This is an optimization exercise on Yosys and OpenROAD, whose aim is small area, a short achievable clock period and few clock cycles, not a production implementation. In this exercise RTL edits were held to simulation tests only and were not proved equivalent to the original. No activity file was given, so power comes from the tool's default toggle rates.

==> quartz <==
Design matrix_reg_unit, start of the top module:
module matrix_reg_unit
(
  input  logic                    clk,
  input  logic                    rstnn,
  input  logic                    i_cmd_valid,
  input  logic [2:0]              i_cmd_op,
  input  logic [1:0]              i_cmd_row,
  input  logic [1:0]              i_cmd_col,
  input  logic [15:0]             i_cmd_data,
  output logic                    o_cmd_credit,
  input  logic                    i_row_credit,
  output logic                    o_row_valid,
  output logic [1:0]              o_row_index,
  output logic [63:0]             o_row_data
);
Settings: LEC_CHECK=0, CAP_MARGIN=20, CORE_MARGIN=2, CORE_UTILIZATION=30, SETUP_SLACK_MARGIN=1.5, SLEW_MARGIN=20; clock period 4.0 ns.
run.sh (not shown) runs the stock make flow with config.mk's settings and CLKGATE_MAP_FILE= SYNTH_SCRIPT=/design/flow/synth_recipe.tcl, a recipe that flattens the netlist after the stock synthesis.
==> inputs of zinc, as changes to quartz <==
--- a/flow/design.v
+++ b/flow/design.v
@@ -44,58 +44,64 @@
   function automatic logic [3:0] rotr(input logic [3:0] v);
     rotr = {v[0], v[3:1]};
   endfunction
   function automatic logic [1:0] oh2bin(input logic [3:0] v);
     oh2bin = {v[3] | v[2], v[3] | v[1]};
   endfunction
+  function automatic logic [3:0] blocked(input logic active, input logic credit,
+                                         input logic credit2, input logic [3:0] left,
+                                         input logic [3:0] cur);
+    if (!(active && credit))
+      blocked = left;
+    else if (credit2)
+      blocked = left & ~cur & ~rotl(cur);
+    else
+      blocked = left & ~cur;
+  endfunction
   logic [22:0] q_mem [0:2];
   logic [2:0]  q_wr;        
   logic [2:0]  q_rd;        
   logic [1:0]  q_cnt;
   logic        h_valid;
   logic [2:0]  h_op;
   logic        h_write;
   logic        h_read;
   logic        h_ri;        
+  logic        h_tr;        
   logic [3:0]  h_row;       
   logic [3:0]  h_col;       
+  logic [3:0]  h_line;      
   logic [15:0] h_data;
   logic        m_t;
   logic [1:0]  m_a;
   logic [1:0]  m_b;
   logic        rd_active;   
   logic        rd_last;     
   logic        r_t;         
+  logic        same_t;      
   logic [3:0]  r_left;      
   logic [3:0]  r_cur;       
   logic [2:0]  rc_cnt;      
   logic        has_credit;
   logic        has_credit2;  
+  logic [3:0]  blk;         
+  logic        busy;        
   logic [11:0] sel;
   logic        wb_we;
+  logic        wb_r0;       
   logic [1:0]  wb_p;
   logic [1:0]  wb_q;
   logic [15:0] wb_data;
-  logic       same_t;
-  logic [3:0] h_line;
-  assign same_t = (r_t == m_t);
-  assign h_line = same_t ? h_row : h_col;
-  logic cap_cont;
-  logic conflict;
-  logic busy_after;
   logic exec;
-  assign cap_cont   = rd_active && has_credit;
-  assign conflict   = !cap_cont   ? |(h_line & r_left)
-                    : has_credit2 ? |(h_line & r_left & ~r_cur & ~rotl(r_cur))
-                    :               |(h_line & r_left & ~r_cur);
-  assign busy_after = rd_active && !(has_credit && rd_last);
-  assign exec       = h_valid && !(h_write && conflict) && !(h_ri && busy_after);
+  logic cap_cont;
   logic cap_new_ok;
   logic cap;
   logic wb_hazard;
-  assign wb_hazard  = wb_we && ((m_t ? wb_q : wb_p) == (m_t ? m_b : m_a));
+  assign exec = h_valid && !(h_write && |(h_line & blk)) && !(h_ri && busy);
+  assign cap_cont = rd_active && has_credit;
+  assign wb_hazard  = wb_we && wb_r0;
   assign cap_new_ok = !rd_active && has_credit && !wb_hazard;
   assign cap        = cap_cont || (exec && h_read && cap_new_ok);
   logic       u_t;
   logic [1:0] u_a;
   logic [1:0] u_b;
   always_comb
@@ -112,24 +118,28 @@
       default: ;
     endcase
   end
   logic        q_ne;
   logic [22:0] q_head;
   logic [2:0]  n_op;
+  logic [3:0]  n_row;
+  logic [3:0]  n_col;
   assign q_ne   = (q_cnt != 2'd0);
   assign q_head = ({23{q_rd[0]}} & q_mem[0]) | ({23{q_rd[1]}} & q_mem[1])
                 | ({23{q_rd[2]}} & q_mem[2]);
   assign n_op   = q_head[22:20];
+  assign n_row  = 4'b0001 << q_head[19:18];
+  assign n_col  = 4'b0001 << q_head[17:16];
   always_ff @(posedge clk)
   begin
     for (int i = 0; i < 3; i++)
       if (i_cmd_valid && q_wr[i])
         q_mem[i] <= {i_cmd_op, i_cmd_row, i_cmd_col, i_cmd_data};
   end
   logic h_load;
-  assign h_load = (exec || !h_valid) && q_ne;
+  assign h_load = exec ? q_ne : (q_ne && !h_valid);
   always_ff @(posedge clk or negedge rstnn)
   begin
     if (!rstnn)
     begin
       q_wr         <= 3'b001;
       q_rd         <= 3'b001;
@@ -143,127 +153,161 @@
       if (h_load)
         q_rd <= {q_rd[1:0], q_rd[2]};
       q_cnt        <= q_cnt + {1'b0, i_cmd_valid} - {1'b0, h_load};
       o_cmd_credit <= exec;
     end
   end
-  always_ff @(posedge clk or negedge rstnn)
-  begin
-    if (!rstnn)
-      h_valid <= 1'b0;
-    else if (exec || !h_valid)
-      h_valid <= q_ne;
-  end
-  always_ff @(posedge clk)
+  logic [3:0] left_c;       
+  logic [3:0] cur_c;
+  logic       act_c;
+  logic       last_c;
+  logic       sh_dn;
+  logic       sh_up;
+  assign left_c = cap_cont ? (r_left & ~r_cur) : r_left;
+  assign cur_c  = cap_cont ? rotl(r_cur) : r_cur;
+  assign act_c  = cap_cont ? !rd_last : rd_active;
+  assign last_c = cap_cont ? (sel[11:10] == 2'd2) : rd_last;
+  assign sh_dn  = same_t ? (h_op == OP_SHIFT_UP)   : (h_op == OP_SHIFT_LEFT);
+  assign sh_up  = same_t ? (h_op == OP_SHIFT_DOWN) : (h_op == OP_SHIFT_RIGHT);
+  logic       act_x, last_x, st_x;
+  logic [3:0] left_x, cur_x;
+  always_comb
   begin
-    if (exec || !h_valid)
+    if (h_read)
     begin
-      h_op    <= n_op;
-      h_write <= (n_op == OP_WRITE);
-      h_read  <= (n_op == OP_READ);
-      h_ri    <= (n_op == OP_READ) || (n_op == OP_INIT);
-      h_row   <= 4'b0001 << q_head[19:18];
-      h_col   <= 4'b0001 << q_head[17:16];
-      h_data  <= q_head[15:0];
+      act_x  = 1'b1;
+      last_x = 1'b0;
+      st_x   = 1'b1;
+      left_x = cap_new_ok ? 4'b1110 : 4'b1111;
+      cur_x  = cap_new_ok ? 4'b0010 : 4'b0001;
+    end
+    else
+    begin
+      act_x  = act_c;
+      last_x = last_c;
+      st_x   = same_t ^ h_tr;
+      left_x = sh_dn ? rotr(left_c) : sh_up ? rotl(left_c) : left_c;
+      cur_x  = sh_dn ? rotr(cur_c)  : sh_up ? rotl(cur_c)  : cur_c;
     end
   end
+  logic [2:0] rc_sum;
+  logic [2:0] rc_x, rc_n;
+  logic       hc_x, hc_n, hc2_x, hc2_n;
+  logic       cap_x;
+  logic       s_gt0, s_gt1, s_gt2;
+  assign cap_x  = cap_cont || (h_read && cap_new_ok);
+  assign rc_sum = rc_cnt + {2'b0, i_row_credit};
+  assign rc_n   = rc_sum - {2'b0, cap_cont};
+  assign rc_x   = rc_sum - {2'b0, cap_x};
+  assign s_gt0  = has_credit || i_row_credit;
+  assign s_gt1  = has_credit2 || (has_credit && i_row_credit);
+  assign s_gt2  = (rc_cnt > 3'd2) || (has_credit2 && i_row_credit);
+  assign hc_n   = cap_cont ? s_gt1 : s_gt0;
+  assign hc2_n  = cap_cont ? s_gt2 : s_gt1;
+  assign hc_x   = cap_x ? s_gt1 : s_gt0;
+  assign hc2_x  = cap_x ? s_gt2 : s_gt1;
+  logic [3:0] blk_x, blk_n;
+  logic       busy_x, busy_n;
+  assign blk_x  = blocked(act_x, hc_x, hc2_x, left_x, cur_x);
+  assign blk_n  = blocked(act_c, hc_n, hc2_n, left_c, cur_c);
+  assign busy_x = act_x && !(hc_x && last_x);
+  assign busy_n = act_c && !(hc_n && last_c);
   logic [11:0] sel_inc;
   logic [11:0] sel_go;      
   logic [11:0] sel_x;
   logic [11:0] sel_n;
+  logic        going;       
   always_comb
   begin
     for (int j = 0; j < 4; j++)
       sel_inc[j*2 +: 2] = r_t ? sel[j*2 +: 2] - 2'd1 : sel[j*2 +: 2] + 2'd1;
     sel_inc[9:8]   = sel[9:8] + 2'd1;
     sel_inc[11:10] = sel[11:10] + 2'd1;
   end
+  assign going  = act_c;
   assign sel_go = cap_cont ? sel_inc : sel;
-  assign sel_x  = h_read     ? row_sel(m_t, m_a, m_b, cap_new_ok ? 2'd1 : 2'd0)
-                : busy_after ? sel_go
-                :              row_sel(u_t, u_a, u_b, 2'd0);
-  assign sel_n  = busy_after ? sel_go : row_sel(m_t, m_a, m_b, 2'd0);
-  logic [3:0] left_c;
-  logic [3:0] cur_c;
-  logic       sh_dn;
-  logic       sh_up;
-  assign left_c = cap_cont ? (r_left & ~r_cur) : r_left;
-  assign cur_c  = cap_cont ? rotl(r_cur) : r_cur;
-  assign sh_dn  = same_t ? (h_op == OP_SHIFT_UP)   : (h_op == OP_SHIFT_LEFT);
-  assign sh_up  = same_t ? (h_op == OP_SHIFT_DOWN) : (h_op == OP_SHIFT_RIGHT);
-  logic [2:0] rc_sum;
-  assign rc_sum = rc_cnt + {2'b0, i_row_credit};
+  assign sel_x  = h_read ? row_sel(m_t, m_a, m_b, cap_new_ok ? 2'd1 : 2'd0)
+                : going  ? sel_go
+                :          row_sel(u_t, u_a, u_b, 2'd0);
+  assign sel_n  = going  ? sel_go : row_sel(m_t, m_a, m_b, 2'd0);
   always_ff @(posedge clk or negedge rstnn)
   begin
     if (!rstnn)
     begin
       m_t         <= 1'b0;
       m_a         <= '0;
       m_b         <= '0;
       rd_active   <= 1'b0;
       rd_last     <= 1'b0;
       r_t         <= 1'b0;
+      same_t      <= 1'b1;
       r_left      <= '0;
       r_cur       <= '0;
       rc_cnt      <= '0;
       has_credit  <= 1'b0;
       has_credit2 <= 1'b0;
+      blk         <= '0;
+      busy        <= 1'b0;
       sel         <= '0;
     end
     else
     begin
-      if (cap)
-      begin
-        rc_cnt      <= rc_sum - 3'd1;
-        has_credit  <= (rc_sum > 3'd1);
-        has_credit2 <= (rc_sum > 3'd2);
-      end
-      else
-      begin
-        rc_cnt      <= rc_sum;
-        has_credit  <= (rc_sum > 3'd0);
-        has_credit2 <= (rc_sum > 3'd1);
-      end
       if (exec)
       begin
-        m_t <= u_t;
-        m_a <= u_a;
-        m_b <= u_b;
-      end
-      if (exec && h_read)
-      begin
-        rd_active <= 1'b1;
-        rd_last   <= 1'b0;
-        r_t       <= m_t;
-        r_left    <= cap_new_ok ? 4'b1110 : 4'b1111;
-        r_cur     <= cap_new_ok ? 4'b0010 : 4'b0001;
+        m_t         <= u_t;
+        m_a         <= u_a;
+        m_b         <= u_b;
+        rd_active   <= act_x;
+        rd_last     <= last_x;
+        same_t      <= st_x;
+        r_left      <= left_x;
+        r_cur       <= cur_x;
+        rc_cnt      <= rc_x;
+        has_credit  <= hc_x;
+        has_credit2 <= hc2_x;
+        blk         <= blk_x;
+        busy        <= busy_x;
+        sel         <= sel_x;
+        if (h_read)
+          r_t <= m_t;
       end
       else
       begin
-        if (cap_cont)
-        begin
-          rd_active <= !rd_last;
-          rd_last   <= (sel[11:10] == 2'd2);
-        end
-        if (exec && sh_dn)
-        begin
-          r_left <= rotr(left_c);
-          r_cur  <= rotr(cur_c);
-        end
-        else if (exec && sh_up)
-        begin
-          r_left <= rotl(left_c);
-          r_cur  <= rotl(cur_c);
-        end
-        else
-        begin
-          r_left <= left_c;
-          r_cur  <= cur_c;
-        end
+        rd_active   <= act_c;
+        rd_last     <= last_c;
+        r_left      <= left_c;
+        r_cur       <= cur_c;
+        rc_cnt      <= rc_n;
+        has_credit  <= hc_n;
+        has_credit2 <= hc2_n;
+        blk         <= blk_n;
+        busy        <= busy_n;
+        sel         <= sel_n;
       end
-      sel <= exec ? sel_x : sel_n;
+    end
+  end
+  always_ff @(posedge clk or negedge rstnn)
+  begin
+    if (!rstnn)
+      h_valid <= 1'b0;
+    else if (exec || !h_valid)
+      h_valid <= q_ne;
+  end
+  always_ff @(posedge clk)
+  begin
+    if (exec || !h_valid)
+    begin
+      h_op    <= n_op;
+      h_write <= (n_op == OP_WRITE);
+      h_read  <= (n_op == OP_READ);
+      h_ri    <= (n_op == OP_READ) || (n_op == OP_INIT);
+      h_tr    <= (n_op == OP_TRANSPOSE);
+      h_row   <= n_row;
+      h_col   <= n_col;
+      h_line  <= (exec ? st_x : same_t) ? n_row : n_col;
+      h_data  <= q_head[15:0];
     end
   end
   logic [1:0] h_r;
   logic [1:0] h_c;
   assign h_r = oh2bin(h_row);
   assign h_c = oh2bin(h_col);
@@ -273,12 +317,13 @@
       wb_we <= 1'b0;
     else
       wb_we <= exec && h_write;
   end
   always_ff @(posedge clk)
   begin
+    wb_r0   <= h_row[0];
     wb_p    <= (m_t ? h_c : h_r) + m_a;
     wb_q    <= (m_t ? h_r : h_c) + m_b;
     wb_data <= h_data;
   end
   logic [15:0] mem   [0:3][0:3];    
   logic [3:0]  valid [0:3];         
- SETUP_SLACK_MARGIN: 1.5 -> 2.0
==> run notes <==
quartz ran to the end with no violations. zinc completed with no timing, DRC or antenna violations.
Clock power: quartz is higher than zinc (about 2%).
In quartz the hold slack is lower than in zinc, by 0.13 ns.
Against zinc, the setup slack of quartz is worse by 0.55 ns.
Between quartz and zinc, the lower count of clock-buffer cells in the layout is in zinc (gap 5).
Clock skew: quartz is higher than zinc (0.012 ns).
Of quartz and zinc, zinc has the higher register-to-register slack (gap 0.55 ns).
Against zinc, the critical path depth of quartz is higher by 3.
==> figures <==
Non-CTS buffers: zinc 236; quartz 166
Relative area change from synthesis to final layout: zinc 28.4%; quartz 21.6%
Area of the multi-input gates: zinc 7390 µm²; quartz 6340 µm²
Die ar.: zinc 72600 µm²; quartz 70100 µm²
Count of TritonRoute iterations in the first routing pass: zinc 12; quartz 11
Clock buffer count from CTS: zinc 50; quartz 52
Proportion of register bits with asynchronous set or reset after synthesis: zinc 13.2%; quartz 12.3%
Wire length on met3: zinc 3060 µm; quartz 3370 µm
Critical path's slowest cell: zinc edfxtp_1; quartz dfrtp_2
Met2 global-route usage: zinc 23.1%; quartz 22.0%
Result of the run: zinc no timing/DRC/antenna violations; quartz no timing/DRC/antenna violations
DP HPWL: zinc 32200 µm; quartz 31500 µm
Sequential fraction of design power: zinc 36.2%; quartz 39.0%
Clock group power: zinc 0.00466 W; quartz 0.00477 W
Vias/cell: zinc 5.09; quartz 5.12
Testbench counts of quartz, summed over its fixed seeds: cycles 4,600.
Testbench counts of zinc, summed over its fixed seeds: cycles 4,600.

afterwards: timing with drivers on the ports:
The results above use ideal ports. As a check the final layouts listed here were re-extracted and re-timed, cells and wires unchanged. Step 1, drivers: a clkbuf_16 drives clk and a buf_2 each remaining input, both assumed. Step 2 times the ports against the registers' clock, not the clock port: input delays grow and output delays shrink by t, the midpoint of the rising clock arrivals with the driver on. Slacks: ideal ports / drivers / drivers and shift; pairs: ideal ports / drivers.
run	shift t [ns]	setup WS [ns]	worst register clock-pin slew, ns
quartz	0.651	1.294 / 1.294 / 1.224	0.07 / 0.07
zinc	0.635	1.843 / 1.843 / 1.453	0.07 / 0.07
After both steps every run listed still meets setup and hold. For zinc, which loses most, drivers alone change the setup slack by 0.000 ns; drivers and shift together by -0.390 ns.
